From an optimization exercise on the open Yosys and OpenROAD flow, aimed at small area, a short achievable clock period and few clock cycles per item; shortcuts taken in it are not production practice.
In this exercise RTL edits were held to simulation tests only and were not proved equivalent to the original.

==> flow/design.v, too long to show whole: its modules and the start of the top module <==
// module complex_square_lane: 1011 lines
// module csq_final_r: 8 lines
// module csq_final_p: 8 lines
// module nch_complex_square: 83 lines
module nch_complex_square
#(
    parameter int WIDTH = 16,
    parameter int NCH   = 4,
    parameter int FRAC  = 14
) (
    input  logic                 clk,
    input  logic                 rst,
    input  logic [NCH*WIDTH-1:0] inReal,
    input  logic [NCH*WIDTH-1:0] inImag,
    input  logic                 inMode,
    input  logic                 inValid,
    output logic                 inReady,
    output logic [NCH*WIDTH-1:0] outReal,
    output logic [NCH*WIDTH-1:0] outImag,
    output logic                 outValid,
    input  logic                 outReady,
    output logic [NCH-1:0]       satFlag
);
  // ...
==> flow/flow/run.sh <==
#!/bin/bash
# Layout flow: the standard layout, with one change to synthesis: the
# coarse-to-fine synth step runs without its quick ABC pass, so that
# extract_fa sees the design's full adders as written (the ABC pass rewrites
# their polarity and leaves inverters between adders). The final ABC mapping,
# the flip-flop mapping and every later step are the standard ones.
set -euo pipefail
work=$(pwd)
# The synthesis script: the standard flow's own, with its synth wrapper adding -noabc to
# the "fine:" run only.
sed '1s/.*/proc synth {args} { if {[lsearch -exact $args "fine:"] >= 0} { yosys synth -nofsm -noshare -noabc {*}$args } else { yosys synth -nofsm -noshare {*}$args } }/' \
  "$work/synth_recipe.tcl" > "$work/noabc_synth.tcl"
grep -q 'noabc' "$work/noabc_synth.tcl"
sed "s#/synth_recipe.tcl#/noabc_synth.tcl#" "$work/standard.sh" > "$work/noabc_standard.sh"
grep -q 'noabc_synth.tcl' "$work/noabc_standard.sh"
bash "$work/noabc_standard.sh" finish > "$work/flow_make.log" 2>&1
==> flow/standard.sh <==
#!/bin/bash
# synth_recipe.tcl (not shown) runs the flow's synth.tcl, then flattens the netlist and writes it again
# the make line also repeats each setting of config.mk as NAME=value (left out here)
make -C /OpenROAD-flow-scripts/flow DESIGN_CONFIG=/design/flow/config.mk WORK_HOME=/design/flow/orfs CLKGATE_MAP_FILE= SYNTH_SCRIPT=/design/flow/synth_recipe.tcl "${@:-finish}"
==> flow/config.mk <==
export PLATFORM = sky130hd
export DESIGN_NAME = nch_complex_square
export DESIGN_NICKNAME = nch_complex_square
export VERILOG_FILES = /design/flow/design.v
export SDC_FILE = /design/flow/constraint.sdc
export NUM_CORES = 4
export LEC_CHECK = 0
export CAP_MARGIN = 20
export CORE_MARGIN = 2
export CORE_UTILIZATION = 40
export SETUP_SLACK_MARGIN = 5.0
export SLEW_MARGIN = 20
==> flow/constraint.sdc <==
create_clock -name core_clock -period 9.0 [get_ports {clk}]
set_input_delay 1.8000 -clock core_clock [delete_from_list [all_inputs] [get_ports {clk}]]
set_output_delay 1.8000 -clock core_clock [all_outputs]
set_load 0.01 [all_outputs]
==> results.tsv, run 1 <==
metric	value	unit
status	timing/DRC/antenna clean	
FF+latch count	569	
DR vias/cell	5.45	
Ys Warns	1	
Setup TNS Final	0	ns
Num Clock Sinks	569	
sequential element share of the synthesized area	22.7	%
routing usage on met3	2.85	%
GR Layer Usage met1	28.6	%
Setup crit end kind	flop	
Inserted Clock Buffers	74	
routed wl met3	12.9	mm
Compound-Gate Fraction of Synth Area	10.2	%
die area	0.191	mm2
initial antenna violation count	4	
Die H	437	um
XOR/XNOR share of the synthesized area	10.2	%
Synth Instances	6664	
Max stage delay on crit path	0.57	ns
Initial Utilization	40.1	%
syn_area_per_cell	11.3	um2
RR Startpoint	s1Real[17]	
Yosys top cell area share	32.4	%
Chip Width	437	um
Placeable Area	0.187	mm2
Layout Cells excl Fill	9720	
global-route wire length before repair	327	mm
WL/cell	21.9	um
Testbench counts, summed over its fixed seeds: cycles 12,024, items 12,000.
==> module csq_final_r, before the edit <==
module csq_final_r (
    input  logic [38:0] bits,
    output logic [18:0] top
);
    logic [18:0] sum;
    assign sum = {bits[36], bits[34], bits[32], bits[30], bits[28], bits[26], bits[24], bits[22], bits[20], bits[18], bits[16], bits[14], bits[12], bits[10], bits[8], bits[6], bits[4], bits[2], bits[0]} + {bits[37], bits[35], bits[33], bits[31], bits[29], bits[27], bits[25], bits[23], bits[21], bits[19], bits[17], bits[15], bits[13], bits[11], bits[9], bits[7], bits[5], bits[3], bits[1]} + 19'(bits[38]);
    assign top = sum[18:0];
endmodule
==> module csq_final_p, before the edit <==
module csq_final_p (
    input  logic [36:0] bits,
    output logic [18:0] top
);
    logic [18:0] sum;
    assign sum = {1'b1, bits[34], bits[32], bits[30], bits[28], bits[26], bits[24], bits[22], bits[20], bits[18], bits[16], bits[14], bits[12], bits[10], bits[8], bits[6], bits[4], bits[2], bits[0]} + {1'b0, bits[35], bits[33], bits[31], bits[29], bits[27], bits[25], bits[23], bits[21], bits[19], bits[17], bits[15], bits[13], bits[11], bits[9], bits[7], bits[5], bits[3], bits[1]} + 19'(bits[36]);
    assign top = sum[18:0];
endmodule
==> run 2: changes to the inputs <==
--- a/flow/design.v
+++ b/flow/design.v
@@ -1,24 +1,24 @@
 package nch_csq_pkg;
     localparam logic MODE_SQUARE = 1'b0;
     localparam logic MODE_MAG2   = 1'b1;
-    localparam int   RBITS = 39;
-    localparam int   PBITS = 37;
+    localparam int   RBITS = 51;
+    localparam int   PBITS = 49;
 endpackage
 module complex_square_lane (
     input  logic [15:0] a,
     input  logic [15:0] b,
     input  logic        mode,
     output logic [nch_csq_pkg::RBITS-1:0] rBits,
     output logic [nch_csq_pkg::PBITS-1:0] pBits
 );
     logic        sub;
-    logic [14:0] rLow;
-    logic [13:0] pLow;
+    logic [8:0] rLow;
+    logic [7:0] pLow;
     logic bo0, bt0, bn0, bp0_0, bp0_1, bp0_2, bp0_3, bp0_4, bp0_5, bp0_6, bp0_7, bp0_8, bp0_9, bp0_10, bp0_11, bp0_12;
     logic bp0_13, bp0_14, bp0_15, bp0_16, bo1, bt1, bn1, bp1_0, bp1_1, bp1_2, bp1_3, bp1_4, bp1_5, bp1_6, bp1_7, bp1_8;
     logic bp1_9, bp1_10, bp1_11, bp1_12, bp1_13, bp1_14, bp1_15, bp1_16, bo2, bt2, bn2, bp2_0, bp2_1, bp2_2, bp2_3, bp2_4;
     logic bp2_5, bp2_6, bp2_7, bp2_8, bp2_9, bp2_10, bp2_11, bp2_12, bp2_13, bp2_14, bp2_15, bp2_16, bo3, bt3, bn3, bp3_0;
     logic bp3_1, bp3_2, bp3_3, bp3_4, bp3_5, bp3_6, bp3_7, bp3_8, bp3_9, bp3_10, bp3_11, bp3_12, bp3_13, bp3_14, bp3_15, bp3_16;
     logic bo4, bt4, bn4, bp4_0, bp4_1, bp4_2, bp4_3, bp4_4, bp4_5, bp4_6, bp4_7, bp4_8, bp4_9, bp4_10, bp4_11, bp4_12;
     logic bp4_13, bp4_14, bp4_15, bp4_16, bo5, bt5, bn5, bp5_0, bp5_1, bp5_2, bp5_3, bp5_4, bp5_5, bp5_6, bp5_7, bp5_8;
     logic bp5_9, bp5_10, bp5_11, bp5_12, bp5_13, bp5_14, bp5_15, bp5_16, bo6, bt6, bn6, bp6_0, bp6_1, bp6_2, bp6_3, bp6_4;
@@ -781,17 +781,17 @@
     assign r_121 = (qb_209 ^ sub) ^ r_57 ^ r_56;
     assign r_122 = ((qb_209 ^ sub) & r_57) | (r_56 & ((qb_209 ^ sub) ^ r_57));
     assign r_123 = (qb_211 ^ sub) ^ r_58 ^ r_59;
     assign r_124 = ((qb_211 ^ sub) & r_58) | (r_59 & ((qb_211 ^ sub) ^ r_58));
     assign r_125 = (1'b1 ^ sub) ^ r_61 ^ r_60;
     assign r_126 = ((1'b1 ^ sub) & r_61) | (r_60 & ((1'b1 ^ sub) ^ r_61));
     assign r_127 = (1'b1 ^ sub) ^ r_63 ^ r_62;
     assign r_128 = ((1'b1 ^ sub) & r_63) | (r_62 & ((1'b1 ^ sub) ^ r_63));
-    assign rLow = {1'b0, {r_88, r_86, r_84, r_82, r_80, r_78, r_76, r_74, r_72, r_70, r_68, r_67, r_66, r_65}} + {1'b0, {r_89, r_87, r_85, r_83, r_81, r_79, r_77, r_75, r_73, r_71, r_69, r_3, sub, (b[0] ^ sub)}};
+    assign rLow = {1'b0, {r_76, r_74, r_72, r_70, r_68, r_67, r_66, r_65}} + {1'b0, {r_77, r_75, r_73, r_71, r_69, r_3, sub, (b[0] ^ sub)}};
     assign p_1 = bn5 ^ bp0_10;
     assign p_2 = bn5 & bp0_10;
     assign p_3 = bp0_11 ^ bp1_9;
     assign p_4 = bp0_11 & bp1_9;
     assign p_5 = bn6 ^ bp0_12 ^ bp1_10;
     assign p_6 = (bn6 & bp0_12) | (bp1_10 & (bn6 ^ bp0_12));
     assign p_7 = bp2_8 ^ bp3_6;
     assign p_8 = bp2_8 & bp3_6;
@@ -1006,35 +1006,35 @@
     assign p_217 = p_120 ^ p_165 ^ p_164;
     assign p_218 = (p_120 & p_165) | (p_164 & (p_120 ^ p_165));
     assign p_219 = bp7_13 ^ p_167 ^ p_166;
     assign p_220 = (bp7_13 & p_167) | (p_166 & (bp7_13 ^ p_167));
     assign p_221 = ~bp6_16 ^ bp7_14 ^ p_168;
     assign p_222 = (~bp6_16 & bp7_14) | (p_168 & (~bp6_16 ^ bp7_14));
     assign p_223 = ~bp7_15;
     assign p_224 = bp7_15;
-    assign pLow = {1'b0, {p_188, p_186, p_184, p_182, p_180, p_178, p_176, p_174, p_172, p_170, p_169, bp0_1, bn0}} + {1'b0, {p_189, p_187, p_185, p_183, p_181, p_179, p_177, p_175, p_173, p_171, bp1_0, 1'b0, bp0_0}};
-    assign rBits = {rLow[14], r_127, r_126, r_125, r_124, r_123, r_122, r_121, r_120, r_119, r_118, r_117, r_116, r_115, r_114, r_113, r_112, r_111, r_110, r_109, r_108, r_107, r_106, r_105, r_104, r_103, r_102, r_101, r_100, r_99, r_98, r_97, r_96, r_95, r_94, r_93, r_92, r_91, r_90};
-    assign pBits = {pLow[13], ~bp7_16, p_224, p_223, p_222, p_221, p_220, p_219, p_218, p_217, p_216, p_215, p_214, p_213, p_212, p_211, p_210, p_209, p_208, p_207, p_206, p_205, p_204, p_203, p_202, p_201, p_200, p_199, p_198, p_197, p_196, p_195, p_194, p_193, p_192, p_191, p_190};
+    assign pLow = {1'b0, {p_176, p_174, p_172, p_170, p_169, bp0_1, bn0}} + {1'b0, {p_177, p_175, p_173, p_171, bp1_0, 1'b0, bp0_0}};
+    assign rBits = {rLow[8], r_127, r_126, r_125, r_124, r_123, r_122, r_121, r_120, r_119, r_118, r_117, r_116, r_115, r_114, r_113, r_112, r_111, r_110, r_109, r_108, r_107, r_106, r_105, r_104, r_103, r_102, r_101, r_100, r_99, r_98, r_97, r_96, r_95, r_94, r_93, r_92, r_91, r_90, r_89, r_88, r_87, r_86, r_85, r_84, r_83, r_82, r_81, r_80, r_79, r_78};
+    assign pBits = {pLow[7], ~bp7_16, p_224, p_223, p_222, p_221, p_220, p_219, p_218, p_217, p_216, p_215, p_214, p_213, p_212, p_211, p_210, p_209, p_208, p_207, p_206, p_205, p_204, p_203, p_202, p_201, p_200, p_199, p_198, p_197, p_196, p_195, p_194, p_193, p_192, p_191, p_190, p_189, p_188, p_187, p_186, p_185, p_184, p_183, p_182, p_181, p_180, p_179, p_178};
 endmodule
 module csq_final_r (
-    input  logic [38:0] bits,
+    input  logic [50:0] bits,
     output logic [18:0] top
 );
-    logic [18:0] sum;
-    assign sum = {bits[36], bits[34], bits[32], bits[30], bits[28], bits[26], bits[24], bits[22], bits[20], bits[18], bits[16], bits[14], bits[12], bits[10], bits[8], bits[6], bits[4], bits[2], bits[0]} + {bits[37], bits[35], bits[33], bits[31], bits[29], bits[27], bits[25], bits[23], bits[21], bits[19], bits[17], bits[15], bits[13], bits[11], bits[9], bits[7], bits[5], bits[3], bits[1]} + 19'(bits[38]);
-    assign top = sum[18:0];
+    logic [24:0] sum;
+    assign sum = {bits[48], bits[46], bits[44], bits[42], bits[40], bits[38], bits[36], bits[34], bits[32], bits[30], bits[28], bits[26], bits[24], bits[22], bits[20], bits[18], bits[16], bits[14], bits[12], bits[10], bits[8], bits[6], bits[4], bits[2], bits[0]} + {bits[49], bits[47], bits[45], bits[43], bits[41], bits[39], bits[37], bits[35], bits[33], bits[31], bits[29], bits[27], bits[25], bits[23], bits[21], bits[19], bits[17], bits[15], bits[13], bits[11], bits[9], bits[7], bits[5], bits[3], bits[1]} + 25'(bits[50]);
+    assign top = sum[24:6];
 endmodule
 module csq_final_p (
-    input  logic [36:0] bits,
+    input  logic [48:0] bits,
     output logic [18:0] top
 );
-    logic [18:0] sum;
-    assign sum = {1'b1, bits[34], bits[32], bits[30], bits[28], bits[26], bits[24], bits[22], bits[20], bits[18], bits[16], bits[14], bits[12], bits[10], bits[8], bits[6], bits[4], bits[2], bits[0]} + {1'b0, bits[35], bits[33], bits[31], bits[29], bits[27], bits[25], bits[23], bits[21], bits[19], bits[17], bits[15], bits[13], bits[11], bits[9], bits[7], bits[5], bits[3], bits[1]} + 19'(bits[36]);
-    assign top = sum[18:0];
+    logic [24:0] sum;
+    assign sum = {1'b1, bits[46], bits[44], bits[42], bits[40], bits[38], bits[36], bits[34], bits[32], bits[30], bits[28], bits[26], bits[24], bits[22], bits[20], bits[18], bits[16], bits[14], bits[12], bits[10], bits[8], bits[6], bits[4], bits[2], bits[0]} + {1'b0, bits[47], bits[45], bits[43], bits[41], bits[39], bits[37], bits[35], bits[33], bits[31], bits[29], bits[27], bits[25], bits[23], bits[21], bits[19], bits[17], bits[15], bits[13], bits[11], bits[9], bits[7], bits[5], bits[3], bits[1]} + 25'(bits[48]);
+    assign top = sum[24:6];
 endmodule
 module nch_complex_square
 #(
     parameter int WIDTH = 16,
     parameter int NCH   = 4,
     parameter int FRAC  = 14
 ) (
     input  logic                 clk,
==> flow/flow/run.sh (replaced) <==
#!/bin/bash
# Layout flow: the standard layout, with two changes:
# - synthesis: the coarse-to-fine synth step runs without its quick ABC pass,
#   so that extract_fa sees the design's full adders as written (the ABC pass
#   rewrites their polarity and leaves inverters between adders). The final
#   ABC mapping, the flip-flop mapping and the rest are the standard ones.
# - placement: every input and output port still gets its buffer, but a plain
#   buf_1 (resized later where timing needs it) instead of the delay cell
#   clkdlybuf4s50_1 that buffer_ports picks by default.
set -euo pipefail
work=$(pwd)
# The synthesis script: the standard flow's own, with its synth wrapper adding -noabc to
# the "fine:" run only.
sed '1s/.*/proc synth {args} { if {[lsearch -exact $args "fine:"] >= 0} { yosys synth -nofsm -noshare -noabc {*}$args } else { yosys synth -nofsm -noshare {*}$args } }/' \
  "$work/synth_recipe.tcl" > "$work/noabc_synth.tcl"
grep -q 'noabc' "$work/noabc_synth.tcl"
sed "s#/synth_recipe.tcl#/noabc_synth.tcl#" "$work/standard.sh" > "$work/noabc_standard.sh"
grep -q 'noabc_synth.tcl' "$work/noabc_standard.sh"
bash "$work/noabc_standard.sh" "BUFFER_PORTS_ARGS=-buffer_cell sky130_fd_sc_hd__buf_1" finish > "$work/flow_make.log" 2>&1
==> results.tsv, run 2 <==
metric	value	unit	change
WP data required	7.20	ns	was 9.51 ns
CP max FO	2		was 6
hold path depth	1		unchanged
routability cong.	0.810		was 0.829
syn_nets	8680		was 8601
drt first pass iters	9		was 6
Worst Min Path Start	s2Valid		unchanged
number of DRC markers in iteration 0	4378		was 3891
share of layout cells above drive strength 1	14.1	%	was 19.0%
Compound-Gate Fraction of Synth Area	9.56	%	was 10.2%
final WL	218	mm	was 213 mm
CTS tree	yes		unchanged
CTS H-tree depth	3		unchanged
syn_area_per_cell	11.5	um2	was 11.3 um2
Ys Warns	1		unchanged
max-cap viol count	0		unchanged
Initial Utilization	40.1	%	about the same
post-synthesis mux area share	0.133	%	was 0.123%
CTS clk-pin slew, worst paths	0.05	ns	was 0.06 ns
R2R setup slack	5.00	ns	was 4.75 ns
Final Max Tran Viols	0		unchanged
clock latency on the worst-skew pair	0.73	ns	was 0.72 ns
Antenna Violating Nets Remaining	0		unchanged
most common cell after layout, fill and taps aside	fa_1		unchanged
worst r2r dst	s2R[117]		was s2R[77]
RR Startpoint	s1Imag[43]		was s1Real[17]
Nets	9151		was 9104
die area	0.198	mm2	was 0.191 mm2
critical path launch point type	primary input		was flop
worst hold path class	reg2reg		unchanged
sequential element share of the synthesized area	25.6	%	was 22.7%
hold endpoint	outValid		unchanged
Chip Width	445	um	was 437 um
Layout Cells excl Fill	9839		was 9720
asr flop ratio synth	0.451	%	was 0.527%
DRC Markers	0		unchanged
Max Fclk	241	MHz	was 235 MHz
GRT Overall Usage	21.2	%	was 21.9%
Post-Synth Adder-Cell Area	40.4	%	was 42.2%
global-route wire length before repair	328	mm	was 327 mm
vias in the first global route	57100		was 56800
Reg area	0.0200	mm2	was 0.0171 mm2
most frequent cells in the layout	fa_1 (1074), and2_1 (731), xnor2_1 (672)		was fa_1 (934), and2_1 (702), xnor2_1 (618)
largest net degree at the start of global routing	109		was 134
most frequent cell after synthesis	fa_1		unchanged
fin crit share	46.1	%	was 47.3%
Synth area leaders	fa_1 (31%), edfxtp_1 (26%), ha_1 (9.6%)		was fa_1 (32%), edfxtp_1 (23%), ha_1 (9.8%)
area of the multi-input gates	0.0556	mm2	was 0.0571 mm2
Top FF cell, synth	edfxtp_1		unchanged
RSZ-0062 raised after global routing	yes		unchanged
WL/cell	22.2	um	was 21.9 um
post-DP HPWL	134	mm	was 132 mm
XOR/XNOR share of the synthesized area	10.1	%	was 10.2%
Fillers	17400		was 16400
Biggest register	s2R		unchanged
Final Setup Violations	0		unchanged
Area growth syn-to-layout	18.5	%	was 23.2%
Yosys reg bits	665		was 569
placed cells	9205		was 9066
# IOs	267		unchanged
FF-to-FF path depth	10		was 12
Yosys top cell area share	30.8	%	was 32.4%
max reg flops	204		was 156
Slew headroom	34.1	%	was 23.5%
num rows	162		was 159
simple-gate share of the synthesized area	9.89	%	was 10.1%
area leader, netlist	fa_1		unchanged
Setup TNS Final	0	ns	unchanged
final hold violation count	0		unchanged
clock tree buffer depth	3		unchanged
CP arrival	2.35	ns	was 4.76 ns
Post-synth EDFFs	662		was 566
DR vias/cell	5.44		was 5.45
design area	0.0923	mm2	was 0.0925 mm2
largest registers	s2R: 204 flops, s2P: 196 flops		was s2R: 156 flops, s2P: 148 flops
critical path type	in2out		was reg2reg
Synth cell types	82		was 81
Synth Instances	6751		was 6664
Setup WS pre-CTS	4.10	ns	was 3.42 ns
IO Port Bufs	266		unchanged
Setup crit end kind	output pin		was flop
Inserted Clock Buffers	89		was 74
largest family of logic cells by synthesized area	adder cells		unchanged
GRT overflow	0		unchanged
Die H	445	um	was 437 um
cell area after synthesis	0.0779	mm2	was 0.0751 mm2
Placeable Area	0.194	mm2	was 0.187 mm2
Placed Area	0.0815	mm2	was 0.0803 mm2
Root Buffer	clkbuf_16		unchanged
Final Critical Period	4.15	ns	was 4.25 ns
status	timing/DRC/antenna clean		unchanged
Slew @ Worst Pin	0.986	ns	was 1.15 ns
Commonest cells post-synth	fa_1 (1200), and2_1 (742), xnor2_1 (708), edfxtp_1 (662), ha_1 (596)		was fa_1 (1216), and2_1 (741), xnor2_1 (691), ha_1 (588), edfxtp_1 (566)
Num Clock Sinks	665		was 569
Clock Skew	0.0276	ns	was 0.0399 ns
Vias	53500		was 53000
initial antenna violation count	4		unchanged
quantity of hold-fixing buffers added after cts	0		unchanged
post-route setup slack	4.85	ns	was 4.75 ns
==> run 2: cell count changes in the layout (fill, tap and decap cells not counted), sizes merged, moves of 14 or more <==
cell           delta
xnor2            +14
fa               -16
a21oi            -21
clkbuf           +49
edfxtp           +96
nand2            -29
clkdlybuf4s50   -264
buf             +185
==> run 2: per-stage QoR <==
stage | hold slack [ns] | utilization [%]
after floorplan | 0.430 | -
after global placement | 0.446 | 42.0
after detailed placement | 0.449 | 42.0
after CTS | 0.465 | 45.8
after global routing | 0.494 | 47.6
final | 0.462 | 47.6
==> run 2: metal layers <==
layer  up-vias  part of all wire, %  routed length [um]  track usage [%]
li1      23700                    -                   -                -
met4         0                  3.8                8260             7.20
met2      1703                   49              107000             35.9
met5         -                    0                   0                0
met3       374                  5.7               12500             2.95
met1     27700                   41               90300             27.9
==> run 2: worst max path at each step <==
stage                     slack [ns]    endpoint       start  depth (start not counted)
after floorplan                 0.86     inReady    outReady                          1
after global placement          4.17    s2P[176]  s1Imag[57]                         11
after detailed placement        4.10  s1Real[58]    outReady                          5
after CTS                       4.83     inReady    outReady                          3
after global routing            4.83     inReady    outReady                          3
final                           4.85     inReady    outReady                          3
==> run 2: worst max-delay path: stages <==
cell and delay (ns):
buf_8 0.09, nand2b_4 0.23, buf_8 0.20
==> run 2: final cells by class <==
type / instances / share of cell area (%)
inverters: 378 / 1.59
clock buffers: 107 / 2.58
diodes: 2 / 0.00542
clock inverters: 57 / 0.543
repair buffers: 879 / 10.1
well taps: 2542 / 3.44
multi-input cells: 5209 / 60.2
flip-flops and latches: 665 / 21.6
==> run 2: what timing repair did <==
| action | in CTS | in global routing |
|---|---|---|
| resized for setup | 345 | 179 |
| endpoints found under the setup margin | 309 | 233 |
| buffers inserted | 176 | 190 |
| pin swaps | 54 | 157 |
| gates cloned | 53 | 49 |
==> run 2: logic make-up (layout without fill, tap and decap cells) <==
family / after synthesis / in the layout
buf+inv: 879 / 1421
simple gates: 1420 / 1421
mux: 10 / 10
flops: 665 / 665
xor+xnor: 898 / 898
fa+ha+maj: 1797 / 1797
other cells: 0 / 2
compound gates: 1082 / 1083
Testbench counts of run 2, summed over its fixed seeds: cycles 12,024, items 12,000.

[afterwards: timing with drivers on the ports]
In the flow no input, the clock included, has a driving cell. The finished layouts below were timed again as built, in two steps. Step 1 assumes that a clkbuf_16 drives the clock port and a buf_2 every other input. Step 2 times the ports against the registers' clock, not the clock port: input delays grow and output delays shrink by t, the midpoint of the rising clock arrivals with the driver on. Three values: no drivers, after step 1, after step 2; two values: the first two.
run | t, ns | slack for setup (ns) | hold WS [ns]
run 1 | 0.784 | 4.746 / 4.746 / 4.475 | 0.483 / 0.483 / 0.483
run 2 | 0.791 | 4.850 / 4.810 / 4.385 | 0.462 / 0.462 / 0.462
After both steps setup and hold are still met in every run listed. The setup slack of run 2, which loses most, moves by -0.040 ns with the drivers and by -0.465 ns with both steps.
